This design comes from an exercise in tuning for small area and a short achievable clock period on the open sky130 flow, not from production work.
Where RTL was checked, it was by simulation tests only, not by an equivalence proof against the original.
Function not checked in runs 3 and 4: the RTL went through the layout flow alone.
Power and IR drop assume default switching activity.

==> run.sh <==
#!/bin/bash
# synth_recipe.tcl (not shown) runs the flow's synth.tcl, then flattens the netlist and writes it again
# the make line also repeats each setting of config.mk as NAME=value (left out here)
make -C /OpenROAD-flow-scripts/flow DESIGN_CONFIG=/design/flow/config.mk WORK_HOME=/design/flow/orfs CLKGATE_MAP_FILE= SYNTH_SCRIPT=/design/flow/synth_recipe.tcl finish
==> config.mk <==
export PLATFORM = sky130hd
export DESIGN_NAME = pcie_cfg_top
export DESIGN_NICKNAME = pcie_cfg_top
export VERILOG_FILES = /design/flow/design.v
export SDC_FILE = /design/flow/constraint.sdc
export NUM_CORES = 4
export LEC_CHECK = 0
export CAP_MARGIN = 20
export CORE_MARGIN = 2
export CORE_UTILIZATION = 40
export SLEW_MARGIN = 20
==> constraint.sdc <==
create_clock -name core_clock -period 7.0 [get_ports {clk_pcie}]
set_input_delay 1.4000 -clock core_clock [delete_from_list [all_inputs] [get_ports {clk_pcie}]]
set_output_delay 1.4000 -clock core_clock [all_outputs]
set_load 0.01 [all_outputs]
==> design.v <==
package cfg_pkg;
    localparam logic [15:0] RW_MAGIC          = 16'h6745;
    localparam logic [15:0] RO_MAGIC          = 16'h2301;
    localparam logic [31:0] CL_PERIOD_DEFAULT = 32'd62500;
    localparam logic [31:0] AUTO_WR_DATA      = 32'hff000406;
    localparam logic [159:0] RW_RESET = {
        CL_PERIOD_DEFAULT,       
        16'h0000,                
        4'hf,                    
        2'b00,                   
        10'd0,                   
        32'd0,                   
        32'd20,                  
        16'h0000,                
        RW_MAGIC                 
    };
endpackage
`timescale 1ns/10ps
module pcie_cfg_top (
    input  logic          clk_pcie,
    input  logic          rst,
    input  logic          i_cmd_valid,
    input  logic [63:0]   i_cmd,
    output logic          o_cmd_ready,
    output logic          o_rsp_valid,
    output logic [31:0]   o_rsp,
    input  logic          i_rsp_ready,
    output logic [49:0]   o_mgmt,
    input  logic [32:0]   i_mgmt,
    input  logic [47:0]   i_status,
    output logic [15:0]   o_pcie_id
);
    logic [159:0] rw_q;
    logic         rd_en_q;
    logic         mwr_en_q;
    logic         res_v;
    logic [31:0]  res;
    logic [9:0]   res_addr;
    logic [3:0]   res_be;
    logic [31:0]  cl_cnt;
    logic         done;
    logic         busy;
    logic         launch;
    logic         timer_run;
    logic         auto_wr;
    logic [1:0]   mgmt_en;
    logic [49:0]  cmd_in;
    logic [49:0]  hd;
    logic         hd_v;
    logic [49:0]  cring [15];
    logic [3:0]   c_rp;
    logic [3:0]   c_wp;
    logic [3:0]   c_rc;
    logic         wr_en_q;
    logic [15:0]  hd_val;
    logic [15:0]  hd_msk;
    logic [15:0]  hd_addr;
    logic [1:0]   hd_typ;
    logic         c_full;
    logic         c_push;
    logic         c_rne;
    logic         rsp_hold;
    logic         pop;
    logic         cmd_rd;
    logic         cmd_wr;
    logic         hfree;
    logic         c_take;
    logic         c_push_ring;
    assign cmd_in  = {i_cmd[63:16], i_cmd[13:12]};
    assign hd_val  = hd[49:34];
    assign hd_msk  = hd[33:18];
    assign hd_addr = hd[17:2];
    assign hd_typ  = hd[1:0];
    assign c_full      = hd_v & (c_rc == 4'd15);
    assign o_cmd_ready = ~c_full;
    assign c_push      = i_cmd_valid & ~c_full;
    assign c_rne       = (c_rc != 4'd0);
    assign pop    = hd_v & ~rsp_hold & ~(rw_q[18] & busy);
    assign cmd_rd = pop & hd_typ[0];
    assign cmd_wr = pop & hd_typ[1] & hd_addr[15];
    assign hfree       = ~hd_v | (pop & ~(hd_typ[1] & hd_addr[15]));
    assign c_take      = hfree & c_rne;
    assign c_push_ring = c_push & ~(hfree & ~c_rne);
    always_ff @(posedge clk_pcie)
    begin
        if (hfree)
        begin
            hd <= c_rne ? cring[c_rp] : cmd_in;
        end
        if ((c_rc != 4'd15) | wr_en_q)
        begin
            cring[c_wp] <= cmd_in;
        end
    end
    always_ff @(posedge clk_pcie)
    begin
        if (rst)
        begin
            hd_v    <= 1'b0;
            c_rp    <= '0;
            c_wp    <= '0;
            c_rc    <= '0;
            wr_en_q <= 1'b0;
        end
        else
        begin
            hd_v    <= hfree ? (c_rne | c_push) : ~pop;
            wr_en_q <= cmd_wr;
            if (c_take)
            begin
                c_rp <= (c_rp == 4'd14) ? 4'd0 : c_rp + 4'd1;
            end
            if (c_push_ring)
            begin
                c_wp <= (c_wp == 4'd14) ? 4'd0 : c_wp + 4'd1;
            end
            if (c_push_ring & ~c_take)
            begin
                c_rc <= c_rc + 4'd1;
            end
            else if (c_take & ~c_push_ring)
            begin
                c_rc <= c_rc - 4'd1;
            end
        end
    end
    logic [7:0]   rw_b [20];
    logic [7:0]   ro_b [24];
    logic [7:0]   rd_b [32];
    logic [5:0]   o_hi;
    logic         rd_small;
    logic [7:0]   rd_lo;
    logic [7:0]   rd_hi;
    logic [31:0]  rsp_word;
    logic [191:0] ro;
    assign ro = {
        res,
        16'h0000,
        res_be, res_v, 1'b0, res_addr,
        16'h0000,
        i_status[15:0],
        i_status[31:16],
        i_status[34:32], i_status[39:35], i_status[47:40],
        32'd24,
        14'h0000, mgmt_en,
        cfg_pkg::RO_MAGIC
    };
    always_comb
    begin
        for (int k = 0; k < 32; k++)
        begin
            if (hd_addr[15])
            begin
                rd_b[k] = (k < 20) ? rw_q[8*(k % 20) +: 8] : 8'h00;
            end
            else
            begin
                rd_b[k] = (k < 24) ? ro[8*(k % 24) +: 8] : 8'h00;
            end
        end
    end
    assign rd_small = (hd_addr[14:5] == 10'd0);
    assign o_hi     = {1'b0, hd_addr[4:0]} + 6'd1;
    assign rd_lo    = rd_small ? rd_b[hd_addr[4:0]] : 8'h00;
    assign rd_hi    = (rd_small & ~o_hi[5]) ? rd_b[o_hi[4:0]] : 8'h00;
    assign rsp_word = {hd_addr, rd_lo, rd_hi};
    logic [31:0]  rhd;
    logic         rhd_v;
    logic [31:0]  rring [15];
    logic [3:0]   r_rp;
    logic [3:0]   r_wp;
    logic [3:0]   r_rc;
    logic         rsp_push_q;
    logic         rfree;
    logic         r_take;
    assign rsp_hold = (r_rc == 4'd15) | ((r_rc == 4'd14) & rhd_v & ~rsp_push_q);
    assign rfree    = ~rhd_v | i_rsp_ready;
    assign r_take   = rfree & (r_rc != 4'd0);
    assign o_rsp       = rhd;
    assign o_rsp_valid = rhd_v;
    always_ff @(posedge clk_pcie)
    begin
        if (r_take)
        begin
            rhd <= rring[r_rp];
        end
        if (r_rc != 4'd15)
        begin
            rring[r_wp] <= rsp_word;
        end
    end
    always_ff @(posedge clk_pcie)
    begin
        if (rst)
        begin
            rhd_v      <= 1'b0;
            r_rp       <= '0;
            r_wp       <= '0;
            r_rc       <= '0;
            rsp_push_q <= 1'b0;
        end
        else
        begin
            rsp_push_q <= cmd_rd;
            rhd_v      <= rfree ? (r_rc != 4'd0) : 1'b1;
            if (r_take)
            begin
                r_rp <= (r_rp == 4'd14) ? 4'd0 : r_rp + 4'd1;
            end
            if (cmd_rd)
            begin
                r_wp <= (r_wp == 4'd14) ? 4'd0 : r_wp + 4'd1;
            end
            if (cmd_rd & ~r_take)
            begin
                r_rc <= r_rc + 4'd1;
            end
            else if (r_take & ~cmd_rd)
            begin
                r_rc <= r_rc - 4'd1;
            end
        end
    end
    logic         wr_small;
    logic [159:0] rw_wr;
    assign wr_small = (hd_addr[14:5] == 10'd0);
    always_comb
    begin
        logic       lo_hit;
        logic       hi_hit;
        logic [7:0] bm;
        logic [7:0] bv;
        for (int k = 0; k < 20; k++)
        begin
            lo_hit = wr_en_q & wr_small & (hd_addr[4:0] == 5'(k));
            hi_hit = wr_en_q & wr_small & (k > 0) & (hd_addr[4:0] == 5'((k + 31) % 32));
            bm = lo_hit ? hd_msk[15:8] : (hi_hit ? hd_msk[7:0] : 8'h00);
            bv = lo_hit ? hd_val[15:8] : hd_val[7:0];
            rw_wr[8*k +: 8] = (rw_q[8*k +: 8] & ~bm) | (bv & bm);
        end
    end
    always_ff @(posedge clk_pcie)
    begin
        if (rst)
        begin
            rw_q <= cfg_pkg::RW_RESET;
        end
        else
        begin
            rw_q <= rw_wr;
            if (launch)
            begin
                rw_q[16] <= 1'b0;
                rw_q[17] <= 1'b0;
            end
            if (auto_wr)
            begin
                rw_q[17]      <= 1'b1;
                rw_q[95:64]   <= cfg_pkg::AUTO_WR_DATA;
                rw_q[105:96]  <= 10'd1;
                rw_q[106]     <= 1'b0;
                rw_q[107]     <= 1'b0;
                rw_q[111:108] <= {rw_q[19], 1'b0, rw_q[20], rw_q[20]};
            end
        end
    end
    assign done      = i_mgmt[32];
    assign busy      = rw_q[16] | rw_q[17] | rd_en_q | mwr_en_q;
    assign launch    = (rw_q[16] | rw_q[17]) & ~rd_en_q & ~mwr_en_q;
    assign timer_run = (rw_q[19] | rw_q[20]) & ~busy & ~pop & ~wr_en_q;
    assign auto_wr   = timer_run & (cl_cnt >= rw_q[159:128]);
    assign mgmt_en   = {mwr_en_q & ~done, rd_en_q & ~done};
    assign o_mgmt = {mgmt_en[0], mgmt_en[1], rw_q[95:64], rw_q[105:96], rw_q[111:108],
                     rw_q[106], rw_q[107]};
    always_ff @(posedge clk_pcie)
    begin
        if (rst)
        begin
            rd_en_q  <= 1'b0;
            mwr_en_q <= 1'b0;
            res_v    <= 1'b0;
            res      <= '0;
            res_addr <= '0;
            res_be   <= '0;
        end
        else if (done && (rd_en_q || mwr_en_q))
        begin
            rd_en_q  <= 1'b0;
            mwr_en_q <= 1'b0;
            res_v    <= 1'b1;
            res      <= i_mgmt[31:0];
            res_addr <= rw_q[105:96];
            res_be   <= rw_q[111:108];
        end
        else if (launch)
        begin
            rd_en_q  <= rw_q[16];
            mwr_en_q <= ~rw_q[16];
            res_v    <= 1'b0;
        end
    end
    always_ff @(posedge clk_pcie)
    begin
        if (rst)
        begin
            cl_cnt <= '0;
        end
        else if (auto_wr)
        begin
            cl_cnt <= '0;
        end
        else if (timer_run)
        begin
            cl_cnt <= cl_cnt + 32'd1;
        end
    end
    assign o_pcie_id = {i_status[34:32], i_status[39:35], i_status[47:40]};
endmodule
==> results of run 1 <==
routing by layer:
layer / GRT usage [%] / vias to the layer above / routed length (um)
met1: 34.5 / 22312 / 91300
met5: 0 / - / 216
met3: 5.97 / 550 / 20000
li1: - / 18396 / -
met4: 9.16 / 32 / 8840
met2: 38.3 / 2062 / 101000
power breakdown:
group	switching, W	leakage, nW	internal (W)
combinational	0.00438	8.50	0.00289
clock	0.00371	2.59	0.00495
sequential	0.000985	14.3	0.0113
total	0.00907	25.4	0.0191
cell usage in the layout (no fill, tap or decap), drive strengths merged, types with 42 or more instances in the layout:
master,netlist,layout
edfxtp,1312,1312
nand2,482,482
mux4,328,328
dfxtp,273,273
clkdlybuf4s50,0,233
nor2,223,223
clkbuf,213,212
mux2i,196,196
a22oi,171,171
a21oi,145,145
o21ai,143,143
buf,180,134
nor3,115,115
mux2,101,101
inv,66,72
a211oi,70,70
clkinv,2,68
nand3,63,63
nand4,42,42
area by class of cell:
cell class	count	area [um^2]
Sequential cell	1585	44900
Tap cell	2233	2790
Clock buffer	211	4440
Inverter	68	255
Antenna cell	5	12.5
Clock inverter	90	881
Timing Repair Buffer	368	3420
Multi-Input combinational cell	2560	22100
Fill cell	14712	92400
kinds of logic after synthesis:
logic type / Yosys count
flip-flops: 1585
AND/OR/NAND/NOR: 1086
AO/OA/AOI/OAI: 775
multiplexers: 625
buffers and inverters: 461
adder cells (fa/ha/maj): 43
XOR/XNOR: 31
metrics by stage:
step           worst slack, ps  instances  util (%)  power (W)
2_1_floorplan              656       4606         -     0.0166
3_3_place_gp              2100       6812      42.9     0.0196
3_5_place_dp              1990       6813      42.9     0.0197
4_1_cts                   1980       7114      46.0     0.0283
5_1_grt                   1700       7115      46.0     0.0292
6_report                  1880       7120      46.0     0.0282
sequential cells by signal, indices dropped and copies added, names as in the netlist, 10 cells and up, named ones only:
signal	count
cl_cnt	32
cring	750
hd	50
res	32
res_addr	10
rhd	32
rring	480
rw_q	14
Yosys cell counts (all sizes together), types with 35 or more instances:
cell	instances	area share, %
a221oi	35	0.45
a22oi	171	1.9
mux2	101	1.7
nor4	39	0.41
inv	66	0.36
mux4	328	11
nand2	482	2.6
nand4	42	0.40
a21oi	145	1.1
dfxtp	273	8.0
ha	41	0.75
mux2i	196	2.9
clkbuf	213	1.2
nand3	63	0.48
edfxtp	1312	57
buf	180	1.6
a211oi	70	0.76
nor3	115	0.94
nor2	223	1.3
o21ai	143	1.0
critical path: cells and delay by family, from the launching register on:
kind	cells	cell delay [ps]
AOI/OAI and AO/OA	2	1040
adders and majority gates	1	440
buffers and inverters	3	810
DFF	1	320
and+or+nand+nor	5	2140
worst paths after layout:
path | end | slack [ps]
worst max-delay path | rring[12][7] | 1880
worst max register to register | rring[12][7] | 1880
worst min register to register | res_addr[7] | 460
worst min-delay path | res_addr[7] | 460
==> out/qor.csv, run 1 <==
metric,value,unit
hpwlAfterDp,135000,um
cts_tree,yes,
ys_warn_count,2,
cp.arrival,5580,ps
synth-xor-area-share,0.395,%
die_h,419,um
htree_levels,4,
max_cap_violations,0,
io_pins,249,
syn-cell-area,68700,um^2
synth_edf_count,1312,
crit_path_start,hd[5],
synth-compound-area-share,7.72,%
muxShareOfSynthArea,15.3,%
place.gp.congestion,1.00,
clk_path_buf_depth,3,
grt_max_degree,167,
path_clk_slew,60,ps
relSlewSlack,18.9,%
ff2ff_path_depth,11,
cp_max_fo,40,
cpPeakStageDelay,1040,ps
seq_area_frac_synth,65.3,%
vias,43352,
drt_iter0_markers,5539,
status,finished clean,
hold_violations,0,
crit_slowest_cell,nor3_2,
numCtsBuffers,166,
async_reset_ff_share,0,%
worstPathRequired,7460,ps
clk_latency,800,ps
firstDrtPassIters,7,
cts_root_buffer,clkbuf_16,
clock_sinks,1585,
rows,152,
drive_gt1_share,18.4,%
via_per_inst,6.09,
tns,0,ps
holdPathStages,2,
worstSetupEndpointType,register,
power_density,358,nW/um^2
grt-ovfl-total,0,
hp-start,res_addr[7],
synth_fa_ha_area_share,0.805,%
slew_violations,0,
drc,0,
antenna_found_initial,27,
rsz0062_at_grt,no,
critPathKind,register to register,
syn_inst,4606,
startpoint_type,register,
cp_cell_sequence,buf_4 > nand4_1 > clkinv_1 > buf_4 > ha_1 > nand2_1 > nor3_2 > a22oi_1 > nand4_1 > nor3_1 > a211oi_2,
final_area,78800,um^2
core_area,171000,um^2
synth-simple-area-share,7.46,%
skew,35.5,ps
hold_buffers,0,
cts-resized-gates,0,
first_global_vias,41943,
leakage,25.4,nW
io_buffers,234,
min_period,5120,ps
dieArea,175000,um^2
grt_pass1_wl,313000,um
hold_slack,459,ps
tightestPinTransition,1210,ps
drt-total-wl,221000,um
final_nets,4941,
chipWidth,419,um
syn-num-nets,4798,
synth_top_family_by_area,multiplexers,
grt_usage,24.9,%
ys.flop_type,edfxtp_1,
fin_crit_sh,73.2,%
synthDistinctLibCells,91,
hp-class,register to register,
initial_utilization,40.2,%
antenna_left,0,
area_growth,14.6,%
synth_area_per_cell,14.9,um^2
setup-violations-final,0,
post_drt_wl_per_cell,31.0,um
synth-seq-cells,1585,
cts_setup_buffers,0,
dpl_cell_area,73400,um^2
max_freq,0.195,GHz
rr_startpoint,hd[5],
irDropWorstVdd,0.000271,V
==> run 2: changes to the inputs <==
--- a/config.mk
+++ b/config.mk
@@ -5,7 +5,9 @@
 export SDC_FILE = /design/flow/constraint.sdc
 export NUM_CORES = 4
 export LEC_CHECK = 0
+export ABC_CLOCK_PERIOD_IN_PS = 3000
 export CAP_MARGIN = 20
 export CORE_MARGIN = 2
 export CORE_UTILIZATION = 40
+export SETUP_SLACK_MARGIN = 3.8
 export SLEW_MARGIN = 20
==> out/qor.csv, run 2 <==
metric,value,unit,change
swShare,32.6,%,was 32.2%
synthTopCellsByArea,"edfxtp_1 (57%), mux4_2 (11%), dfxtp_1 (8.0%)",,unchanged
hold_violations,0,,unchanged
clock_sinks,1585,,unchanged
path_buf_inv,7,,was 3
drive_gt1_share,23.8,%,was 18.4%
hold_buffers,0,,unchanged
drc,0,,unchanged
yosysTopAreaCell,edfxtp_1,,unchanged
layout_commonest_cell,edfxtp_1,,unchanged
fin_crit_sh,46.6,%,was 73.2%
final_cell_mix,"edfxtp_1 (1312), nand2_1 (474), mux4_2 (328), dfxtp_1 (211), buf_4 (204)",,"was edfxtp_1 (1312), nand2_1 (482), mux4_2 (328), dfxtp_1 (265), clkdlybuf4s50_1 (233)"
leakage,26.5,nW,was 25.4 nW
hpwlAfterDp,137000,um,was 135000 um
routed.top_layer,met5,,unchanged
ys.flop_type,edfxtp_1,,unchanged
cp_max_fo,8,,was 40
min_period,3260,ps,was 5120 ps
synth_edf_count,1312,,unchanged
synth-seq-cells,1585,,unchanged
io_pins,249,,unchanged
area_growth,17.4,%,was 14.6%
max_freq,0.307,GHz,was 0.195 GHz
critPathKind,register to register,,unchanged
syn-num-nets,4798,,unchanged
dpl_cell_area,73600,um^2,was 73400 um^2
rows,152,,unchanged
synth.most_common_cell,edfxtp_1,,unchanged
dieArea,175000,um^2,unchanged
synthDistinctLibCells,91,,unchanged
yosys-top-cells-count,"edfxtp_1 (1312), nand2_1 (482), mux4_2 (328), dfxtp_1 (273)",,unchanged
wl_met1,93000,um,was 91300 um
worstPathRequired,7550,ps,was 7460 ps
seq_area_frac_synth,65.3,%,unchanged
final_nets,5060,,was 4941
antenna_left,0,,unchanged
synth_area_per_cell,14.9,um^2,unchanged
cpPeakStageDelay,440,ps,was 1040 ps
slew_violations,0,,unchanged
wl_met2,104000,um,was 101000 um
dr_wl_met3,19800,um,was 20000 um
final_area,80700,um^2,was 78800 um^2
pwr-share-clk,29.6,%,was 30.7%
via_per_inst,6.07,,was 6.09
status,finished clean,,unchanged
chipWidth,419,um,unchanged
grt_pass1_wl,318000,um,was 313000 um
grt_max_degree,100,,was 167
setup-violations-final,0,,unchanged
power_density,355,nW/um^2,was 358 nW/um^2
syn_inst,4606,,unchanged
crit_path_frequent_cell,buf_6,,
dp_cells,6808,,was 6813
tightestPinTransition,1170,ps,was 1210 ps
clk_latency,820,ps,was 800 ps
drt_iter0_markers,5731,,was 5539
first_global_vias,42154,,was 41943
rsz0062_at_grt,yes,,was no
hold_slack,456,ps,was 459 ps
initial_utilization,40.2,%,unchanged
antenna_found_initial,24,,was 27
irDropWorstVdd,0.000276,V,was 0.000271 V
internal_power,0.0193,W,was 0.0191 W
grt_usage,25.5,%,was 24.9%
cp.arrival,3810,ps,was 5580 ps
comb_power_share,27.3,%,was 25.8%
path_clk_slew,60,ps,about the same
clk_path_buf_depth,3,,unchanged
skew,34.4,ps,was 35.5 ps
async_reset_ff_share,0,%,unchanged
worstSetupEndpointType,register,,unchanged
synth_top_area_share,57.3,%,unchanged
reg.largest.list,"cring: 750 flops, rring: 480 flops, hd: 50 flops",,unchanged
vias,43950,,was 43352
ys_warn_count,2,,unchanged
grt-ovfl-total,0,,unchanged
numCtsBuffers,163,,was 166
fin_cells,7239,,was 7120
p_seq_share,43.1,%,was 43.5%
post_drt_wl_per_cell,31.4,um,was 31.0 um
tns,0,ps,unchanged
core_area,171000,um^2,unchanged
relSlewSlack,21.7,%,was 18.9%
cts_tree,yes,,unchanged
die_h,419,um,unchanged
max_cap_violations,0,,unchanged
drt-total-wl,227000,um,was 221000 um
largest_reg_flops,750,,unchanged
crit_slowest_cell,a2111oi_4,,was nor3_2
regMostFlops,cring,,unchanged
syn-cell-area,68700,um^2,unchanged
switching_power,0.00934,W,was 0.00907 W
critPathTopFamily,compound AO/OA/AOI/OAI gates,,was simple AND/OR/NAND/NOR gates
htree_levels,4,,unchanged
place.gp.congestion,0.984,,was 1.00
hp-class,register to register,,unchanged
cts_root_buffer,clkbuf_16,,unchanged
startpoint_type,register,,unchanged
cp_cell_sequence,buf_12 > nand4_1 > buf_6 > clkinv_8 > ha_4 > buf_6 > buf_6 > a211o_1 > a22oi_2 > nand4_1 > a2111oi_4 > a221oi_4 > buf_12 > buf_6,,was buf_4 > nand4_1 > clkinv_1 > buf_4 > ha_1 > nand2_1 > nor3_2 > a22oi_1 > nand4_1 > nor3_1 > a211oi_2
firstDrtPassIters,6,,was 7
io_buffers,234,,unchanged
run 2: cell types whose count changed in the layout (fill, tap and decap cells not counted), moves of 14 or more:
cell / before / now
clkdlybuf4s50_1: 233 / 149
buf_4: 128 / 204
dfxtp_1: 265 / 211
dlygate4sd2_1: 0 / 51
dfxtp_4: 6 / 45
buf_2: 0 / 19
buf_6: 1 / 18
nor2_1: 193 / 177
dfxtp_2: 2 / 17
nor3_4: 3 / 18
buf_12: 5 / 19
run 2: timing repair:
action,CTS,global route
pin swaps,30,20
setup endpoints to repair,531,337
resized for setup,364,68
cloned,7,5
setup buffers,82,33
run 2: cell families after synthesis:
family | after synthesis | share of synthesized area, %
compound gates | 775 | 7.72
buf+inv | 461 | 3.10
flops | 1585 | 65.3
simple gates | 1086 | 7.46
xor+xnor | 31 | 0.395
mux | 625 | 15.3
fa+ha+maj | 43 | 0.805
run 2: power by group through the flow:
stage / Clock, W / Combinational [W] / Sequential, W
floorplan: 0 / 0.00491 / 0.0118
global placement: 0 / 0.00687 / 0.0126
CTS: 0.00862 / 0.00753 / 0.0124
global route: 0.00898 / 0.00824 / 0.0124
detailed placement: 0 / 0.00688 / 0.0127
finish: 0.00848 / 0.00782 / 0.0123
run 2: stage by stage:
step	total power, W	worst slack (ps)	util (%)
3_3_place_gp	0.0195	1820	42.9
5_1_grt	0.0296	3670	47.1
2_1_floorplan	0.0167	3000	-
6_report	0.0286	3740	47.1
3_5_place_dp	0.0196	2090	43.0
4_1_cts	0.0285	3380	46.8
run 2: path summary, 6_finish.rpt:
check | start | endpoint | slack (ps) | cells past startpoint
max | hd[3] | rring[3][3] | 3740 | 14
min reg2reg | res_be[3] | res_be[3] | 460 | 2
max reg2reg | hd[3] | rring[3][3] | 3740 | 14
min | res_be[3] | res_be[3] | 460 | 2
run 2: routing by layer:
metal  vias up  GRT usage (%)
met5         -              0
li1      18658              -
met4        18           10.2
met1     22610           34.9
met3       476           5.53
met2      2188           39.5
run 2: worst min-delay path, cell delays in order, from the launching register on:
cell,delay (ps)
dfxtp_1,310
nand2_1,50
a21oi_1,50
run 2: layout make-up:
| class | instances | area [um^2] |
|---|---|---|
| diodes | 1 | 2.50 |
| clock buffers | 201 | 4270 |
| clock inverters | 101 | 891 |
| fillers | 14746 | 90500 |
| inverters | 68 | 279 |
| multi-input cells | 2568 | 22900 |
| flip-flops and latches | 1585 | 45100 |
| well taps | 2233 | 2790 |
| repair buffers | 482 | 4490 |
==> run 3: changes to the inputs <==
--- a/design.v
+++ b/design.v
@@ -48,8 +48,9 @@
     logic [49:0]  hd;
     logic         hd_v;
     logic [49:0]  cring [15];
-    logic [3:0]   c_rp;
-    logic [3:0]   c_wp;
+    logic [14:0]  c_rp;
+    logic [14:0]  c_wp;
+    logic [49:0]  c_rd;
     logic [3:0]   c_rc;
     logic         wr_en_q;
     logic [15:0]  hd_val;
@@ -85,11 +86,22 @@
     begin
         if (hfree)
         begin
-            hd <= c_rne ? cring[c_rp] : cmd_in;
+            hd <= c_rne ? c_rd : cmd_in;
         end
-        if ((c_rc != 4'd15) | wr_en_q)
+        for (int i = 0; i < 15; i++)
         begin
-            cring[c_wp] <= cmd_in;
+            if (c_wp[i] & ((c_rc != 4'd15) | wr_en_q))
+            begin
+                cring[i] <= cmd_in;
+            end
+        end
+    end
+    always_comb
+    begin
+        c_rd = '0;
+        for (int i = 0; i < 15; i++)
+        begin
+            c_rd = c_rd | (cring[i] & {50{c_rp[i]}});
         end
     end
     always_ff @(posedge clk_pcie)
@@ -97,8 +109,8 @@
         if (rst)
         begin
             hd_v    <= 1'b0;
-            c_rp    <= '0;
-            c_wp    <= '0;
+            c_rp    <= 15'd1;
+            c_wp    <= 15'd1;
             c_rc    <= '0;
             wr_en_q <= 1'b0;
         end
@@ -108,11 +120,11 @@
             wr_en_q <= cmd_wr;
             if (c_take)
             begin
-                c_rp <= (c_rp == 4'd14) ? 4'd0 : c_rp + 4'd1;
+                c_rp <= {c_rp[13:0], c_rp[14]};
             end
             if (c_push_ring)
             begin
-                c_wp <= (c_wp == 4'd14) ? 4'd0 : c_wp + 4'd1;
+                c_wp <= {c_wp[13:0], c_wp[14]};
             end
             if (c_push_ring & ~c_take)
             begin
@@ -167,8 +179,9 @@
     logic [31:0]  rhd;
     logic         rhd_v;
     logic [31:0]  rring [15];
-    logic [3:0]   r_rp;
-    logic [3:0]   r_wp;
+    logic [14:0]  r_rp;
+    logic [14:0]  r_wp;
+    logic [31:0]  r_rd;
     logic [3:0]   r_rc;
     logic         rsp_push_q;
     logic         rfree;
@@ -182,11 +195,22 @@
     begin
         if (r_take)
         begin
-            rhd <= rring[r_rp];
+            rhd <= r_rd;
         end
-        if (r_rc != 4'd15)
+        for (int i = 0; i < 15; i++)
+        begin
+            if (r_wp[i] & (r_rc != 4'd15))
+            begin
+                rring[i] <= rsp_word;
+            end
+        end
+    end
+    always_comb
+    begin
+        r_rd = '0;
+        for (int i = 0; i < 15; i++)
         begin
-            rring[r_wp] <= rsp_word;
+            r_rd = r_rd | (rring[i] & {32{r_rp[i]}});
         end
     end
     always_ff @(posedge clk_pcie)
@@ -194,8 +218,8 @@
         if (rst)
         begin
             rhd_v      <= 1'b0;
-            r_rp       <= '0;
-            r_wp       <= '0;
+            r_rp       <= 15'd1;
+            r_wp       <= 15'd1;
             r_rc       <= '0;
             rsp_push_q <= 1'b0;
         end
@@ -205,11 +229,11 @@
             rhd_v      <= rfree ? (r_rc != 4'd0) : 1'b1;
             if (r_take)
             begin
-                r_rp <= (r_rp == 4'd14) ? 4'd0 : r_rp + 4'd1;
+                r_rp <= {r_rp[13:0], r_rp[14]};
             end
             if (cmd_rd)
             begin
-                r_wp <= (r_wp == 4'd14) ? 4'd0 : r_wp + 4'd1;
+                r_wp <= {r_wp[13:0], r_wp[14]};
             end
             if (cmd_rd & ~r_take)
             begin
==> out/qor.csv, run 3 <==
metric,value,unit,change
relSlewSlack,14.9,%,was 21.7%
final_nets,5309,,was 5060
multi_input_area,20300,um^2,was 22900 um^2
async_reset_ff_share,0,%,unchanged
synth_edf_count,1312,,unchanged
antenna_found_initial,18,,was 24
io_pins,249,,unchanged
numCtsBuffers,165,,was 163
max_cap_violations,0,,unchanged
antenna_left,0,,unchanged
regMostFlops,cring,,unchanged
worstSetupEndpointType,register,,unchanged
place.gp.congestion,0.998,,was 0.984
drc,0,,unchanged
tns,0,ps,unchanged
initial_utilization,40.1,%,was 40.2%
first_global_vias,44480,,was 42154
worstPathRequired,7560,ps,was 7550 ps
startpoint_type,register,,unchanged
htree_levels,4,,unchanged
dpl_cell_area,71500,um^2,was 73600 um^2
dieArea,170000,um^2,was 175000 um^2
hpwlAfterDp,142000,um,was 137000 um
path_clk_slew,60,ps,about the same
critPathKind,register to register,,unchanged
drt_iter0_markers,7082,,was 5731
fill_cells,14528,,was 14746
hp-class,register to register,,unchanged
chipWidth,413,um,was 419 um
firstDrtPassIters,7,,was 6
drt-total-wl,244000,um,was 227000 um
layout_commonest_cell,edfxtp_1,,unchanged
reg.largest.list,"cring: 750 flops, rring: 480 flops, hd: 50 flops",,unchanged
min_period,3330,ps,was 3260 ps
dp_slack,2120,ps,was 2090 ps
slew_violations,0,,unchanged
final_area,79400,um^2,was 80700 um^2
reg2reg_slack,3670,ps,was 3740 ps
clock_sinks,1625,,was 1585
core_area,167000,um^2,was 171000 um^2
skew,39.0,ps,was 34.4 ps
vias,47661,,was 43950
rsz0062_at_grt,yes,,unchanged
hold_buffers,0,,unchanged
die_h,413,um,was 419 um
ys_warn_count,4,,was 2
leakage,26.1,nW,was 26.5 nW
synth_area_per_cell,13.7,um^2,was 14.9 um^2
ys.flop_type,edfxtp_1,,unchanged
tightestPinTransition,1280,ps,was 1170 ps
cp_max_fo,7,,was 8
cts_tree,yes,,unchanged
syn-num-nets,5086,,was 4798
regArea,45800,um^2,was 45100 um^2
clk_path_buf_depth,3,,unchanged
area_growth,18.7,%,was 17.4%
grt-ovfl-total,0,,unchanged
fin_crit_sh,47.6,%,was 46.6%
final_util,47.6,%,was 47.1%
largest_reg_flops,750,,unchanged
syn-cell-area,66900,um^2,was 68700 um^2
synthTopCellsByArea,"edfxtp_1 (59%), dfxtp_1 (9.4%), a22oi_1 (4.2%)",,"was edfxtp_1 (57%), mux4_2 (11%), dfxtp_1 (8.0%)"
clk_latency,810,ps,was 820 ps
yosysTopAreaCell,edfxtp_1,,unchanged
synth_top_area_share,58.9,%,was 57.3%
via_per_inst,6.39,,was 6.07
drive_gt1_share,18.3,%,was 23.8%
syn_inst,4895,,was 4606
rows,150,,was 152
grt_max_degree,172,,was 100
synth.most_common_cell,edfxtp_1,,unchanged
status,finished clean,,unchanged
io_buffers,234,,unchanged
synthDistinctLibCells,83,,was 91
cts_root_buffer,clkbuf_16,,unchanged
synth-seq-cells,1625,,was 1585
post_drt_wl_per_cell,32.7,um,was 31.4 um
cp.arrival,3890,ps,was 3810 ps
irDropWorstVdd,0.000319,V,was 0.000276 V
grt_pass1_wl,339000,um,was 318000 um
finalWorstSetupSlack,3670,ps,was 3740 ps
grt_usage,27.8,%,was 25.5%
setup-violations-final,0,,unchanged
seq_area_frac_synth,68.3,%,was 65.3%
max_freq,0.300,GHz,was 0.307 GHz
yosys-top-cells-count,"edfxtp_1 (1312), a22oi_1 (377), nand2_1 (357), clkbuf_1 (348), dfxtp_1 (313)",,"was edfxtp_1 (1312), nand2_1 (482), mux4_2 (328), dfxtp_1 (273)"
power_density,353,nW/um^2,was 355 nW/um^2
hold_violations,0,,unchanged
final_cell_mix,"edfxtp_1 (1312), a22oi_1 (358), nand2_1 (352), a21oi_1 (246), dfxtp_1 (233)",,"was edfxtp_1 (1312), nand2_1 (474), mux4_2 (328), dfxtp_1 (211), buf_4 (204)"
[run 3: cell count changes in the layout (fill, tap and decap cells not counted), sizes merged, moves of 85 or more]
cell,before,now
mux4,328,3
a221oi,35,164
nand2,482,357
a222oi,4,89
o21ai,143,43
a22oi,171,377
a22o,21,155
a21oi,145,259
[run 3: per-layer routing]
metal	global-route usage, %	part of all wire (%)
met5	0	0.071
met4	9.64	3.8
met3	7.01	11
met2	42.6	45
met1	38.3	40
[run 3: kinds of logic after synthesis]
logic type,count (synthesis),share of synthesized area [%]
flip-flops,1625,68.3
AND/OR/NAND/NOR,1096,8.10
buffers and inverters,522,3.41
AO/OA/AOI/OAI,1347,15.3
multiplexers,232,3.72
adder cells (fa/ha/maj),42,0.808
XOR/XNOR,31,0.406
[run 3: path summary, 6_finish.rpt]
| kind | start | end | depth (start not counted) |
|---|---|---|---|
| worst max-delay path | hd[2] | rring[12][3] | 13 |
| worst min-delay path | r_rp[2] | r_rp[2] | 2 |
| worst max register to register | hd[2] | rring[12][3] | 13 |
| worst min register to register | r_rp[2] | r_rp[2] | 2 |
[run 3: area by class of cell]
type	instances	share of cell area (%)
Tap cell	2204	3.47
Clock inverter	86	1.11
Inverter	55	0.289
Sequential cell	1625	57.7
Multi-Input combinational cell	2754	25.6
Clock buffer	211	5.60
Antenna cell	4	0.0126
Timing Repair Buffer	517	6.21
[run 3: worst max-delay path, cell delays in order, from the launching register on]
cell and delay (ps):
edfxtp_1 510, nand4_1 180, buf_8 160, inv_8 40, ha_4 340, clkinvlp_4 170
and3_4 220, buf_12 130, a22oi_2 190, nand4_1 260, a2111oi_4 430, a211oi_4 140
buf_6 160, buf_16 120
[run 3: timing repair]
item	4_1_cts	5_1_grt
gates cloned	8	4
buffers inserted	86	41
resized for setup	398	99
endpoints found under the setup margin	530	385
pin swaps	42	41
[run 3: metrics by stage]
| stage | cells | power, W | hold WS [ps] |
|---|---|---|---|
| after global routing | 7452 | 0.0288 | 471 |
| after detailed placement | 7014 | 0.0184 | 445 |
| after CTS | 7405 | 0.0277 | 453 |
| after global placement | 7010 | 0.0183 | 439 |
| final | 7456 | 0.0280 | 453 |
| after floorplan | 4895 | 0.0155 | 434 |
[run 3: power breakdown]
group / internal (W) / switching (W) / leakage [nW]
sequential: 0.0115 / 0.000677 / 14.7
combinational: 0.00226 / 0.00478 / 8.84
clock: 0.00499 / 0.00380 / 2.62
total: 0.0188 / 0.00926 / 26.1
==> run 4: changes to the inputs <==
--- a/config.mk
+++ b/config.mk
@@ -9,5 +9,7 @@
 export CAP_MARGIN = 20
 export CORE_MARGIN = 2
 export CORE_UTILIZATION = 40
+export CTS_BUF_LIST = sky130_fd_sc_hd__clkbuf_4 sky130_fd_sc_hd__clkbuf_8
+export CTS_CLUSTER_SIZE = 30
 export SETUP_SLACK_MARGIN = 3.8
 export SLEW_MARGIN = 20
==> out/qor.csv, run 4 <==
metric,value,unit,change
cp.arrival,4000,ps,was 3890 ps
setup-violations-final,0,,unchanged
hold_violations,0,,unchanged
slew_violations,0,,unchanged
switching_power,0.00924,W,was 0.00926 W
tightestPinTransition,1280,ps,about the same
syn-cell-area,66900,um^2,unchanged
yosysTopAreaCell,edfxtp_1,,unchanged
holdPathStages,2,,unchanged
cp_max_fo,15,,was 7
rr_startpoint,hd[3],,was hd[2]
chipWidth,413,um,unchanged
regMostFlops,cring,,unchanged
initial_utilization,40.1,%,unchanged
met1_usage,38.2,%,was 38.3%
clock_sinks,1625,,unchanged
startpoint_type,register,,unchanged
area_growth,18.6,%,was 18.7%
max_cap_violations,0,,unchanged
die_h,413,um,unchanged
hp-class,register to register,,unchanged
crit_path_frequent_cell,nand4_1,,unchanged
rsz0062_at_grt,yes,,unchanged
internal_power,0.0181,W,was 0.0188 W
io_buffers,234,,unchanged
htree_levels,5,,was 4
fill_cells,14660,,was 14528
seq_area_frac_synth,68.3,%,unchanged
max_freq,0.302,GHz,was 0.300 GHz
worstPathRequired,7690,ps,was 7560 ps
syn_inst,4895,,unchanged
largest_reg_flops,750,,unchanged
syn-num-nets,5086,,unchanged
comb_power_share,25.3,%,was 25.1%
status,finished clean,,unchanged
synth-seq-cells,1625,,unchanged
worstSetupEndpointType,register,,unchanged
firstDrtPassIters,8,,was 7
irDropWorstVdd,0.000262,V,was 0.000319 V
drt_iter0_markers,6940,,was 7082
cts_root_buffer,clkbuf_8,,was clkbuf_16
synth_edf_count,1312,,unchanged
antenna_left,0,,unchanged
min_period,3310,ps,was 3330 ps
via_per_inst,6.30,,was 6.39
hpwlAfterDp,142000,um,unchanged
synth_top_area_share,58.9,%,unchanged
met2_usage,42.7,%,was 42.6%
reg2reg_slack,3690,ps,was 3670 ps
post_drt_wl_per_cell,32.2,um,was 32.7 um
grt_max_degree,172,,unchanged
reg.largest.list,"cring: 750 flops, rring: 480 flops, hd: 50 flops",,unchanged
hp-start,r_wp[5],,was r_rp[2]
relSlewSlack,14.7,%,was 14.9%
ff2ff_path_depth,11,,was 13
critPathKind,register to register,,unchanged
final_util,47.6,%,about the same
place.gp.congestion,0.998,,unchanged
r2r_end,rring[7][6],,was rring[12][3]
drt-total-wl,246000,um,was 244000 um
synthTopCellsByArea,"edfxtp_1 (59%), dfxtp_1 (9.4%), a22oi_1 (4.2%)",,unchanged
skew,80.4,ps,was 39.0 ps
grt_pass1_wl,342000,um,was 339000 um
ys_warn_count,4,,unchanged
async_reset_ff_share,0,%,unchanged
final_nets,5433,,was 5309
holdPathEnd,r_wp[6],,was r_rp[2]
synth_area_per_cell,13.7,um^2,unchanged
synth.most_common_cell,edfxtp_1,,unchanged
final_cell_mix,"edfxtp_1 (1312), a22oi_1 (362), nand2_1 (352), clkbuf_8 (299), a21oi_1 (246)",,"was edfxtp_1 (1312), a22oi_1 (358), nand2_1 (352), a21oi_1 (246), dfxtp_1 (233)"
rows,150,,unchanged
tns,0,ps,unchanged
clk_latency,1020,ps,was 810 ps
antenna_found_initial,21,,was 18
clk_path_buf_depth,4,,was 3
power_density,345,nW/um^2,was 353 nW/um^2
dieArea,170000,um^2,unchanged
grt-ovfl-total,0,,unchanged
io_pins,249,,unchanged
synthDistinctLibCells,83,,unchanged
drc,0,,unchanged
first_global_vias,45642,,was 44480
hold_buffers,0,,unchanged
cpPeakStageDelay,650,ps,was 510 ps
pwr-share-clk,30.3,%,was 31.4%
core_area,167000,um^2,unchanged
ys.flop_type,edfxtp_1,,unchanged
use_met3,7.11,%,was 7.01%
numCtsBuffers,285,,was 165
crit_slowest_cell,a222oi_1,,was edfxtp_1
leakage,26.4,nW,was 26.1 nW
p_seq_share,44.4,%,was 43.5%
grt_usage,28.0,%,was 27.8%
top_usage_layer,met2,,unchanged
swShare,33.7,%,was 33.0%
vias,48144,,was 47661
yosys-top-cells-count,"edfxtp_1 (1312), a22oi_1 (377), nand2_1 (357), clkbuf_1 (348), dfxtp_1 (313)",,unchanged
drive_gt1_share,21.3,%,was 18.3%
path_clk_slew,60,ps,about the same
layout_commonest_cell,edfxtp_1,,unchanged
cts_tree,yes,,unchanged
fin_crit_sh,47.3,%,was 47.6%
cp_cell_sequence,buf_6 > nand4_1 > buf_8 > inv_8 > ha_4 > clkinvlp_4 > and3_4 > buf_4 > a222oi_1 > nand4_1 > o21a_4,,was nand4_1 > buf_8 > inv_8 > ha_4 > clkinvlp_4 > and3_4 > buf_12 > a22oi_2 > nand4_1 > a2111oi_4 > a211oi_4 > buf_6 > buf_16
## run 4: what timing repair did
| action | CTS | global route |
|---|---|---|
| setup buffers | 97 | 33 |
| resized for setup | 484 | 59 |
| pin swaps | 41 | 40 |
| cloned | 9 | 4 |
| setup endpoints to repair | 562 | 350 |
| hold endpoints to repair | 0 | 0 |
## run 4: worst max path at each step
stage               slack [ps]  cells past startpoint    startpoint           end
floorplan                 3530                      4       c_rc[0]   cring[0][0]
CTS                       3670                     12         hd[4]   rring[4][0]
finish                    3690                     11         hd[3]   rring[7][6]
detailed placement        2120                      6  i_status[36]   rring[2][9]
global route              3670                     15         hd[3]   rring[4][0]
global placement          2160                      6  i_status[36]  rring[13][9]
## run 4: metrics by stage
step	setup WS (ps)	power, W	cells	hold slack [ps]	cell area (um^2)
finish	3690	0.0274	7642	443	79300
global route	3670	0.0282	7637	461	79300
CTS	3670	0.0272	7595	443	78600
detailed placement	2120	0.0184	7014	445	71500
global placement	2160	0.0183	7010	439	71400
floorplan	3530	0.0155	4895	434	67200
## run 4: logic make-up (layout without fill, tap and decap cells)
kind of cell | count (synthesis) | count (layout) | share of synthesized area, %
XOR/XNOR | 31 | 31 | 0.406
multiplexers | 232 | 232 | 3.72
AND/OR/NAND/NOR | 1096 | 1099 | 8.10
other | 0 | 8 | 0
AO/OA/AOI/OAI | 1347 | 1349 | 15.3
buffers and inverters | 522 | 1052 | 3.41
flip-flops | 1625 | 1625 | 68.3
adder cells (fa/ha/maj) | 42 | 42 | 0.808
## run 4: power by group through the flow
stage / registers (W) / clock network [W] / logic [W]
6_report: 0.0122 / 0.00830 / 0.00691
5_1_grt: 0.0122 / 0.00884 / 0.00714
4_1_cts: 0.0122 / 0.00843 / 0.00654
3_5_place_dp: 0.0125 / 0 / 0.00587
3_3_place_gp: 0.0125 / 0 / 0.00582
2_1_floorplan: 0.0121 / 0 / 0.00344
## run 4: cell type report
type / instances / area (um^2) / area share (%)
Sequential cell: 1625 / 45800 / 57.8
Multi-Input combinational cell: 2753 / 20200 / 25.5
Timing Repair Buffer: 522 / 4960 / 6.26
Clock buffer: 392 / 4810 / 6.07
Tap cell: 2204 / 2760 / 3.48
Inverter: 55 / 229 / 0.289
Antenna cell: 8 / 20.0 / 0.0253
Clock inverter: 83 / 434 / 0.548
## run 4: layer usage
| metal | share of wire (%) | wire (um) |
|---|---|---|
| met5 | 0.066 | 162 |
| met3 | 11 | 26300 |
| met4 | 3.8 | 9380 |
| met1 | 40 | 99600 |
| met2 | 45 | 111000 |
## run 4: worst max-delay path: cells and delay by family (launching register included)
family,cells,cell delay [ps]
compound gates,2,970
buf+inv,5,710
simple gates,3,610
flops,1,370
fa+ha+maj,1,330
==> run 5: changes to the inputs <==
--- a/design.v
+++ b/design.v
@@ -16,6 +16,40 @@
     };
 endpackage
 `timescale 1ns/10ps
+module cfg_trit_enc (
+    input  logic [5:0] i_mv,      
+    output logic [4:0] o_code
+);
+    logic ma, va, mb, vb, mc, vc;
+    assign {mc, vc, mb, vb, ma, va} = i_mv;
+    always_comb
+    begin
+        case ({mc, mb, ma})
+            3'b111:  o_code = {2'b11, vc, vb, va};
+            3'b011:  o_code = {3'b100, vb, va};
+            3'b101:  o_code = {3'b101, vc, va};
+            3'b110:  o_code = {3'b010, vc, vb};
+            3'b001:  o_code = {4'b0110, va};
+            3'b010:  o_code = {4'b0111, vb};
+            3'b100:  o_code = {4'b0000, vc};
+            default: o_code = 5'b00100;
+        endcase
+    end
+endmodule
+module cfg_trit_dec (
+    input  logic [4:0] i_code,
+    output logic [5:0] o_mv       
+);
+    logic [4:0] c;
+    assign c = i_code;
+    assign o_mv[1] = c[4] | (c[3] & c[2] & ~c[1]);
+    assign o_mv[0] = c[0];
+    assign o_mv[3] = (c[4] & c[3]) | (c[4] & ~c[2]) | (~c[4] & c[3] & ~c[2]) | (~c[4] & c[3] & c[1]);
+    assign o_mv[2] = c[4] ? c[1] : c[0];
+    assign o_mv[5] = (c[4] & c[3]) | (c[4] & c[2]) | (~c[4] & c[3] & ~c[2]) | (~c[4] & ~c[3] & ~c[2] & ~c[1]);
+    assign o_mv[4] = (c[4] & c[3]) ? c[2] : ((c[4] | c[3]) ? c[1] : c[0]);
+endmodule
+`timescale 1ns/10ps
 module pcie_cfg_top (
     input  logic          clk_pcie,
     input  logic          rst,
@@ -44,13 +78,13 @@
     logic         timer_run;
     logic         auto_wr;
     logic [1:0]   mgmt_en;
-    logic [49:0]  cmd_in;
-    logic [49:0]  hd;
+    logic [44:0]  cmd_in;
+    logic [44:0]  hd;
     logic         hd_v;
-    logic [49:0]  cring [15];
+    logic [44:0]  cring [15];
     logic [14:0]  c_rp;
     logic [14:0]  c_wp;
-    logic [49:0]  c_rd;
+    logic [44:0]  c_rd;
     logic [3:0]   c_rc;
     logic         wr_en_q;
     logic [15:0]  hd_val;
@@ -67,9 +101,26 @@
     logic         hfree;
     logic         c_take;
     logic         c_push_ring;
-    assign cmd_in  = {i_cmd[63:16], i_cmd[13:12]};
-    assign hd_val  = hd[49:34];
-    assign hd_msk  = hd[33:18];
+    logic [26:0]  cmd_code;
+    logic [26:0]  hd_code;
+    for (genvar g = 0; g < 5; g++)
+    begin : g_tenc
+        cfg_trit_enc u_enc (
+            .i_mv({i_cmd[32+3*g+2], i_cmd[48+3*g+2], i_cmd[32+3*g+1], i_cmd[48+3*g+1],
+                   i_cmd[32+3*g], i_cmd[48+3*g]}),    
+            .o_code(cmd_code[5*g +: 5])
+        );
+        cfg_trit_dec u_dec (
+            .i_code(hd_code[5*g +: 5]),
+            .o_mv({hd_msk[3*g+2], hd_val[3*g+2], hd_msk[3*g+1], hd_val[3*g+1],
+                   hd_msk[3*g], hd_val[3*g]})
+        );
+    end
+    assign cmd_code[26:25] = {i_cmd[47], i_cmd[47] & i_cmd[63]};
+    assign hd_msk[15]      = hd_code[26];
+    assign hd_val[15]      = hd_code[25];
+    assign cmd_in  = {cmd_code, i_cmd[31:16], i_cmd[13:12]};
+    assign hd_code = hd[44:18];
     assign hd_addr = hd[17:2];
     assign hd_typ  = hd[1:0];
     assign c_full      = hd_v & (c_rc == 4'd15);
@@ -101,7 +152,7 @@
         c_rd = '0;
         for (int i = 0; i < 15; i++)
         begin
-            c_rd = c_rd | (cring[i] & {50{c_rp[i]}});
+            c_rd = c_rd | (cring[i] & {45{c_rp[i]}});
         end
     end
     always_ff @(posedge clk_pcie)
@@ -136,10 +187,6 @@
             end
         end
     end
-    logic [7:0]   rw_b [20];
-    logic [7:0]   ro_b [24];
-    logic [7:0]   rd_b [32];
-    logic [5:0]   o_hi;
     logic         rd_small;
     logic [7:0]   rd_lo;
     logic [7:0]   rd_hi;
@@ -157,24 +204,35 @@
         14'h0000, mgmt_en,
         cfg_pkg::RO_MAGIC
     };
+    logic [23:0]  rsel_rw;
+    logic [23:0]  rsel_ro;
+    assign rd_small = (hd_addr[14:5] == 10'd0);
     always_comb
     begin
-        for (int k = 0; k < 32; k++)
+        for (int k = 0; k < 24; k++)
+        begin
+            rsel_rw[k] = rd_small & hd_addr[15] & (hd_addr[4:0] == 5'(k)) & (k < 20);
+            rsel_ro[k] = rd_small & ~hd_addr[15] & (hd_addr[4:0] == 5'(k));
+        end
+        rd_lo = 8'h00;
+        rd_hi = 8'h00;
+        for (int k = 0; k < 24; k++)
         begin
-            if (hd_addr[15])
+            if (k < 20)
             begin
-                rd_b[k] = (k < 20) ? rw_q[8*(k % 20) +: 8] : 8'h00;
+                rd_lo = rd_lo | (rw_q[8*(k % 20) +: 8] & {8{rsel_rw[k]}});
             end
-            else
+            if (k < 19)
             begin
-                rd_b[k] = (k < 24) ? ro[8*(k % 24) +: 8] : 8'h00;
+                rd_hi = rd_hi | (rw_q[8*((k + 1) % 20) +: 8] & {8{rsel_rw[k]}});
+            end
+            rd_lo = rd_lo | (ro[8*k +: 8] & {8{rsel_ro[k]}});
+            if (k < 23)
+            begin
+                rd_hi = rd_hi | (ro[8*((k + 1) % 24) +: 8] & {8{rsel_ro[k]}});
             end
         end
     end
-    assign rd_small = (hd_addr[14:5] == 10'd0);
-    assign o_hi     = {1'b0, hd_addr[4:0]} + 6'd1;
-    assign rd_lo    = rd_small ? rd_b[hd_addr[4:0]] : 8'h00;
-    assign rd_hi    = (rd_small & ~o_hi[5]) ? rd_b[o_hi[4:0]] : 8'h00;
     assign rsp_word = {hd_addr, rd_lo, rd_hi};
     logic [31:0]  rhd;
     logic         rhd_v;
--- a/config.mk
+++ b/config.mk
@@ -8,8 +8,8 @@
 export ABC_CLOCK_PERIOD_IN_PS = 3000
 export CAP_MARGIN = 20
 export CORE_MARGIN = 2
-export CORE_UTILIZATION = 40
-export CTS_BUF_LIST = sky130_fd_sc_hd__clkbuf_4 sky130_fd_sc_hd__clkbuf_8
-export CTS_CLUSTER_SIZE = 30
+export CORE_UTILIZATION = 60
+export CTS_CLUSTER_DIAMETER = 90
+export CTS_CLUSTER_SIZE = 28
 export SETUP_SLACK_MARGIN = 3.8
 export SLEW_MARGIN = 20
==> out/qor.csv, run 5 <==
metric,value,unit,change
status,finished clean,,unchanged
chipWidth,331,um,was 413 um
min_period,3280,ps,was 3310 ps
rr_startpoint,hd[16],,was hd[3]
seq_area_frac_synth,67.5,%,was 68.3%
yosysTopAreaCell,edfxtp_1,,unchanged
die_h,331,um,was 413 um
largest_reg_flops,675,,was 750
cpPeakStageDelay,570,ps,was 650 ps
clk_path_buf_depth,3,,was 4
skew,37.3,ps,was 80.4 ps
yosys-top-cells-count,"edfxtp_1 (1232), a22oi_1 (345), nand2_1 (343), dfxtp_1 (313), clkbuf_1 (306)",,"was edfxtp_1 (1312), a22oi_1 (377), nand2_1 (357), clkbuf_1 (348), dfxtp_1 (313)"
ff2ff_path_depth,10,,was 11
ys_warn_count,4,,unchanged
synth-seq-cells,1545,,was 1625
place.gp.congestion,1.03,,was 0.998
p_total,0.0228,W,was 0.0274 W
antenna_found_initial,12,,was 21
final_cell_mix,"edfxtp_1 (1232), a22oi_1 (343), nand2_1 (320), nor2_1 (270), dfxtp_1 (237)",,"was edfxtp_1 (1312), a22oi_1 (362), nand2_1 (352), clkbuf_8 (299), a21oi_1 (246)"
reg2reg_slack,3720,ps,was 3690 ps
dp_slack,2030,ps,was 2120 ps
regArea,43400,um^2,was 45800 um^2
fin_crit_sh,46.9,%,was 47.3%
area_growth,11.5,%,was 18.6%
leakage,23.1,nW,was 26.4 nW
core_area,106000,um^2,was 167000 um^2
cp.arrival,3800,ps,was 4000 ps
grt_pass1_wl,308000,um,was 342000 um
slew_violations,0,,unchanged
synth_top_area_share,57.7,%,was 58.9%
reg.largest.list,"cring: 675 flops, rring: 480 flops, hd: 45 flops",,"was cring: 750 flops, rring: 480 flops, hd: 50 flops"
grt_usage,39.4,%,was 28.0%
multi_input_area,19600,um^2,was 20200 um^2
async_reset_ff_share,0,%,unchanged
max_cap_violations,0,,unchanged
syn-num-nets,5051,,was 5086
holdPathStages,2,,unchanged
cts_root_buffer,clkbuf_16,,was clkbuf_8
numCtsBuffers,70,,was 285
final_util,67.7,%,was 47.6%
critPathKind,register to register,,unchanged
synthDistinctLibCells,76,,was 83
cp_max_fo,15,,unchanged
vias,47013,,was 48144
clk_latency,710,ps,was 1020 ps
worstSetupEndpointType,register,,unchanged
holdPathEnd,r_wp[11],,was r_wp[6]
power_density,319,nW/um^2,was 345 nW/um^2
drc,0,,unchanged
irDropWorstVdd,0.000315,V,was 0.000262 V
firstDrtPassIters,8,,unchanged
hp-class,register to register,,unchanged
ys.flop_type,edfxtp_1,,unchanged
htree_levels,3,,was 5
rows,119,,was 150
critPathTopFamily,simple AND/OR/NAND/NOR gates,,was compound AO/OA/AOI/OAI gates
syn_inst,4862,,was 4895
tns,0,ps,unchanged
clock_sinks,1545,,was 1625
crit_slowest_cell,or4_4,,was a222oi_1
setup-violations-final,0,,unchanged
synth_edf_count,1232,,was 1312
grt_max_degree,94,,was 172
path_clk_slew,110,ps,was 60 ps
syn-cell-area,64100,um^2,was 66900 um^2
startpoint_type,register,,unchanged
worstPathRequired,7510,ps,was 7690 ps
fill_cells,7552,,was 14660
hp-start,r_wp[10],,was r_wp[5]
path_buf_inv,4,,was 5
synth_area_per_cell,13.2,um^2,was 13.7 um^2
first_global_vias,43135,,was 45642
hold_violations,0,,unchanged
synthTopCellsByArea,"edfxtp_1 (58%), dfxtp_1 (9.8%), a22oi_1 (4.0%)",,"was edfxtp_1 (59%), dfxtp_1 (9.4%), a22oi_1 (4.2%)"
layout_commonest_cell,edfxtp_1,,unchanged
via_per_inst,7.34,,was 6.30
cp_cell_sequence,buf_4 > or4_4 > or4_4 > buf_12 > buf_6 > nor3_4 > buf_6 > a22oi_1 > nand4_1 > or4_4,,was buf_6 > nand4_1 > buf_8 > inv_8 > ha_4 > clkinvlp_4 > and3_4 > buf_4 > a222oi_1 > nand4_1 > o21a_4
io_pins,249,,unchanged
dieArea,109000,um^2,was 170000 um^2
finalWorstSetupSlack,3720,ps,was 3690 ps
rsz0062_at_grt,yes,,unchanged
r2r_end,rring[13][10],,was rring[7][6]
regMostFlops,cring,,unchanged
tightestPinTransition,1200,ps,was 1280 ps
synth.most_common_cell,edfxtp_1,,unchanged
drt_iter0_markers,7887,,was 6940
cts_tree,yes,,unchanged
io_buffers,234,,unchanged
hpwlAfterDp,128000,um,was 142000 um
post_drt_wl_per_cell,34.8,um,was 32.2 um
max_freq,0.305,GHz,was 0.302 GHz
antenna_left,0,,unchanged
crit_path_frequent_cell,or4_4,,was nand4_1
drt-total-wl,223000,um,was 246000 um
drive_gt1_share,13.0,%,was 21.3%
initial_utilization,60.7,%,was 40.1%
final_nets,5156,,was 5433
relSlewSlack,19.7,%,was 14.7%
grt-ovfl-total,0,,unchanged
[run 5: metrics by stage]
step / instances / area (um^2) / hold slack, ps
after floorplan: 4862 / 64100 / 436
final: 6408 / 71500 / 467
after global placement: 6178 / 67600 / 445
after global routing: 6406 / 71500 / 489
after CTS: 6364 / 70700 / 464
after detailed placement: 6179 / 67600 / 453
[run 5: worst max-delay path by stage]
| stage | startpoint | end | slack, ps | cells after the start |
|---|---|---|---|---|
| floorplan | i_rsp_ready | r_rc[3] | 3680 | 12 |
| global placement | hd[14] | rring[9][15] | 2150 | 7 |
| detailed placement | hd[14] | rring[10][3] | 2030 | 7 |
| CTS | i_mgmt[32] | o_mgmt[48] | 3780 | 4 |
| global route | hd[16] | rring[11][12] | 3710 | 11 |
| finish | hd[16] | rring[13][10] | 3720 | 10 |
[run 5: kinds of logic after synthesis]
| group | count (synthesis) | synth area share, % |
|---|---|---|
| DFF | 1545 | 67.5 |
| AOI/OAI and AO/OA | 1347 | 15.4 |
| and+or+nand+nor | 1155 | 8.67 |
| buffers and inverters | 513 | 3.56 |
| muxes | 220 | 3.50 |
| xor gates and xnor gates | 42 | 0.574 |
| adders and majority gates | 40 | 0.804 |
[run 5: timing repair]
item                                    4_1_cts  5_1_grt
pin swaps                                    12       24
buffers inserted                             64       33
endpoints found under the setup margin      466      343
gates resized for setup                     300      104
hold buffers                                  0        0
cloned                                        1        6
[run 5: worst reg2reg max path: stages (launching register included)]
cell      delay [ps]
edfxtp_1         490
buf_4            180
or4_4            570
or4_4            580
buf_12           170
buf_6            130
nor3_4           220
buf_6            190
a22oi_1          170
nand4_1          150
or4_4            260
[run 5: area by class of cell]
class | instances | area share [%]
Inverter | 69 | 0.371
Sequential cell | 1545 | 60.7
Clock inverter | 13 | 0.285
Clock buffer | 107 | 2.70
Antenna cell | 2 | 0.00700
Multi-Input combinational cell | 2811 | 27.4
Tap cell | 1391 | 2.43
Timing Repair Buffer | 470 | 6.07
[run 5: where the power goes]
part           switching, W  internal, W  leakage (nW)
combinational       0.00435      0.00195          8.16
clock               0.00292      0.00200          1.02
sequential         0.000633       0.0110          13.9
total               0.00790       0.0149          23.1
[run 5: per-layer routing]
metal | global-route usage (%) | part of all wire [%] | vias up
li1 | - | - | 19341
met1 | 52.9 | 36 | 23213
met2 | 59.9 | 44 | 3690
met3 | 11.7 | 13 | 759
met4 | 17.5 | 5.9 | 10
met5 | 0 | 0.037 | -
==> run 6: changes to the inputs <==
--- a/config.mk
+++ b/config.mk
@@ -8,8 +8,8 @@
 export ABC_CLOCK_PERIOD_IN_PS = 3000
 export CAP_MARGIN = 20
 export CORE_MARGIN = 2
-export CORE_UTILIZATION = 60
-export CTS_CLUSTER_DIAMETER = 90
-export CTS_CLUSTER_SIZE = 28
+export CORE_UTILIZATION = 40
+export CTS_CLUSTER_DIAMETER = 100
+export CTS_CLUSTER_SIZE = 25
 export SETUP_SLACK_MARGIN = 3.8
 export SLEW_MARGIN = 20
==> out/qor.csv, run 6 <==
metric,value,unit,change
synthDistinctLibCells,76,,unchanged
regMostFlops,cring,,unchanged
cts_tree,yes,,unchanged
skew,58.0,ps,was 37.3 ps
reg.largest.list,"cring: 675 flops, rring: 480 flops, hd: 45 flops",,unchanged
cpPeakStageDelay,850,ps,was 570 ps
setup-violations-final,0,,unchanged
irDropWorstVdd,0.000366,V,was 0.000315 V
holdPathStages,2,,unchanged
clk_path_buf_depth,3,,unchanged
ff2ff_path_depth,8,,was 10
startpoint_type,register,,unchanged
fin_crit_sh,47.1,%,was 46.9%
relSlewSlack,20.2,%,was 19.7%
rsz0062_at_grt,yes,,unchanged
min_period,3300,ps,was 3280 ps
antenna_found_initial,5,,was 12
rows,146,,was 119
drc,0,,unchanged
grt_pass1_wl,315000,um,was 308000 um
dp_slack,2490,ps,was 2030 ps
synth_top_area_share,57.7,%,unchanged
numCtsBuffers,76,,was 70
hp-start,res[25],,was r_wp[10]
final_cell_mix,"edfxtp_1 (1232), a22oi_1 (345), nand2_1 (321), nor2_1 (272), dfxtp_1 (234)",,"was edfxtp_1 (1232), a22oi_1 (343), nand2_1 (320), nor2_1 (270), dfxtp_1 (237)"
hold_violations,0,,unchanged
layout_commonest_cell,edfxtp_1,,unchanged
syn-num-nets,5051,,unchanged
synth_area_per_cell,13.2,um^2,unchanged
use_met3,5.62,%,was 11.7%
syn-cell-area,64100,um^2,unchanged
synth.most_common_cell,edfxtp_1,,unchanged
slew_violations,0,,unchanged
met1_usage,37.5,%,was 52.9%
ys_warn_count,4,,unchanged
max_freq,0.303,GHz,was 0.305 GHz
dieArea,164000,um^2,was 109000 um^2
grt-ovfl-total,0,,unchanged
die_h,404,um,was 331 um
cp_max_fo,20,,was 15
clk_latency,750,ps,was 710 ps
worstPathRequired,7440,ps,was 7510 ps
drive_gt1_share,12.4,%,was 13.0%
yosys-top-cells-count,"edfxtp_1 (1232), a22oi_1 (345), nand2_1 (343), dfxtp_1 (313), clkbuf_1 (306)",,unchanged
drt-total-wl,226000,um,was 223000 um
synth_edf_count,1232,,unchanged
leakage,22.9,nW,was 23.1 nW
drt_iter0_markers,6698,,was 7887
synth-seq-cells,1545,,unchanged
seq_area_frac_synth,67.5,%,unchanged
initial_utilization,40.4,%,was 60.7%
hpwlAfterDp,136000,um,was 128000 um
fill_cells,14075,,was 7552
largest_reg_flops,675,,unchanged
hold_buffers,0,,unchanged
top_usage_layer,met2,,unchanged
path_clk_slew,90,ps,was 110 ps
post_drt_wl_per_cell,32.0,um,was 34.8 um
cp.arrival,3740,ps,was 3800 ps
power_density,316,nW/um^2,was 319 nW/um^2
chipWidth,404,um,was 331 um
cp_cell_sequence,nor4_1 > buf_4 > nand4_1 > buf_4 > nor3_2 > buf_4 > a222oi_1 > or4b_4,,was buf_4 > or4_4 > or4_4 > buf_12 > buf_6 > nor3_4 > buf_6 > a22oi_1 > nand4_1 > or4_4
worstSetupEndpointType,register,,unchanged
clock_sinks,1545,,unchanged
tightestPinTransition,1200,ps,about the same
io_pins,249,,unchanged
place.gp.congestion,0.980,,was 1.03
grt_usage,26.6,%,was 39.4%
area_growth,12.4,%,was 11.5%
cts_root_buffer,clkbuf_16,,unchanged
met2_usage,41.0,%,was 59.9%
yosysTopAreaCell,edfxtp_1,,unchanged
htree_levels,3,,unchanged
async_reset_ff_share,0,%,unchanged
antenna_left,0,,unchanged
core_area,159000,um^2,was 106000 um^2
r2r_end,rring[7][14],,was rring[13][10]
rr_startpoint,hd[8],,was hd[16]
crit_path_frequent_cell,buf_4,,was or4_4
grt_max_degree,88,,was 94
firstDrtPassIters,8,,unchanged
syn_inst,4862,,unchanged
status,finished clean,,unchanged
ys.flop_type,edfxtp_1,,unchanged
via_per_inst,6.48,,was 7.34
tns,0,ps,unchanged
crit_slowest_cell,a222oi_1,,was or4_4
max_cap_violations,0,,unchanged
reg2reg_slack,3700,ps,was 3720 ps
critPathKind,register to register,,unchanged
hp-class,register to register,,unchanged
final_nets,5133,,was 5156
io_buffers,234,,unchanged
holdPathEnd,res[25],,was r_wp[11]
p_total,0.0228,W,about the same
first_global_vias,42210,,was 43135
vias,45797,,was 47013
finalWorstSetupSlack,3700,ps,was 3720 ps
synthTopCellsByArea,"edfxtp_1 (58%), dfxtp_1 (9.8%), a22oi_1 (4.0%)",,unchanged
## run 6: worst max-delay path by stage
stage,start,cells after the start,endpoint
CTS,i_mgmt[32],4,o_mgmt[48]
finish,hd[8],8,rring[7][14]
global route,hd[3],11,rring[7][14]
global placement,hd[6],6,rring[12][13]
floorplan,i_rsp_ready,12,r_rc[3]
detailed placement,hd[6],6,rring[7][13]
## run 6: power breakdown
| group | total (W) | internal [W] | switching [W] | leakage [nW] |
|---|---|---|---|---|
| registers | 0.0116 | 0.0110 | 0.000619 | 13.9 |
| clock network | 0.00518 | 0.00215 | 0.00303 | 1.11 |
| logic | 0.00604 | 0.00188 | 0.00416 | 7.88 |
| total | 0.0228 | 0.0150 | 0.00781 | 22.9 |
## run 6: final cells by class
cell class / instances / area (um^2) / area share [%]
flip-flops and latches: 1545 / 43400 / 60.3
multi-input cells: 2807 / 19400 / 26.9
repair buffers: 445 / 4060 / 5.64
well taps: 2072 / 2590 / 3.60
clock buffers: 111 / 2080 / 2.88
inverters: 69 / 268 / 0.372
clock inverters: 15 / 245 / 0.340
diodes: 1 / 2.50 / 0.00347
## run 6: per-stage QoR
stage                     instances  utilization [%]  hold slack, ps  instance area [um^2]
after floorplan                4862                -             436                 64100
final                          7065             45.4             471                 72100
after CTS                      7050             45.2             469                 71800
after detailed placement       6867             43.2             453                 68500
after global routing           7064             45.4             493                 72100
after global placement         6863             43.1             447                 68400
## run 6: kinds of logic after synthesis
kind of cell / after synthesis / synth area share, %
AOI/OAI and AO/OA: 1347 / 15.4
xor gates and xnor gates: 42 / 0.574
adders and majority gates: 40 / 0.804
buffers and inverters: 513 / 3.56
DFF: 1545 / 67.5
muxes: 220 / 3.50
and+or+nand+nor: 1155 / 8.67
## run 6: worst max-delay path, delay by kind of cell (launching register included)
kind	cells	cell delay (ps)
flops	1	460
compound gates	1	850
buf+inv	3	730
simple gates	4	960
## run 6: layer usage
| layer | part of all wire (%) | wire length (um) |
|---|---|---|
| met1 | 41 | 92800 |
| met2 | 45 | 101000 |
| met5 | 0.012 | 27 |
| met3 | 10 | 23700 |
| met4 | 3.7 | 8420 |
## run 6: repair_timing
action | CTS | global route
gates resized for setup | 340 | 42
pin swaps | 9 | 8
setup buffers | 56 | 10
endpoints found under the setup margin | 522 | 257
cloned | 1 | 3

[afterwards: timing with drivers on the ports]
Ports are ideal in the flow. The routed layouts listed here were re-timed in OpenROAD.
Step 1 (the two cells are an assumption about what drives the block):
set clk [get_ports {clk_pcie}]
set_driving_cell -lib_cell sky130_fd_sc_hd__clkbuf_16 $clk
set_driving_cell -lib_cell sky130_fd_sc_hd__buf_2 [delete_from_list [all_inputs] $clk]
Step 2 adds t to the input delays and takes it off the output delays; t is the mean of the earliest and latest rising clock arrival at the registers after step 1. Input paths then give back, and output paths get back, about the clock's delay inside the block.
a / b / c = no drivers / after step 1 / after step 2; a / b = the first two.
| run | shift t [ns] | setup WS [ns] | worst setup path at the end | clock arrival spread, ns | pins driven straight from the clock port |
|---|---|---|---|---|---|
| run 1 | 0.864 | 1.876 / 1.876 / 1.876 | register to register | 0.041 / 0.040 | 1 |
| run 2 | 0.897 | 3.741 / 3.738 / 3.062 | input to register | 0.035 / 0.036 | 1 |
| run 3 | 0.873 | 3.667 / 3.667 / 3.026 | input to register | 0.047 / 0.047 | 1 |
| run 4 | 1.054 | 3.690 / 3.690 / 2.879 | input to register | 0.083 / 0.083 | 1 |
| run 5 | 0.766 | 3.718 / 3.707 / 3.224 | input to register | 0.041 / 0.040 | 1 |
| run 6 | 0.795 | 3.701 / 3.701 / 3.208 | input to register | 0.058 / 0.058 | 1 |
After both steps every run listed still meets setup and hold. The setup slack of run 4, which loses most, moves by 0.000 ns with the drivers and by -0.811 ns with both steps.
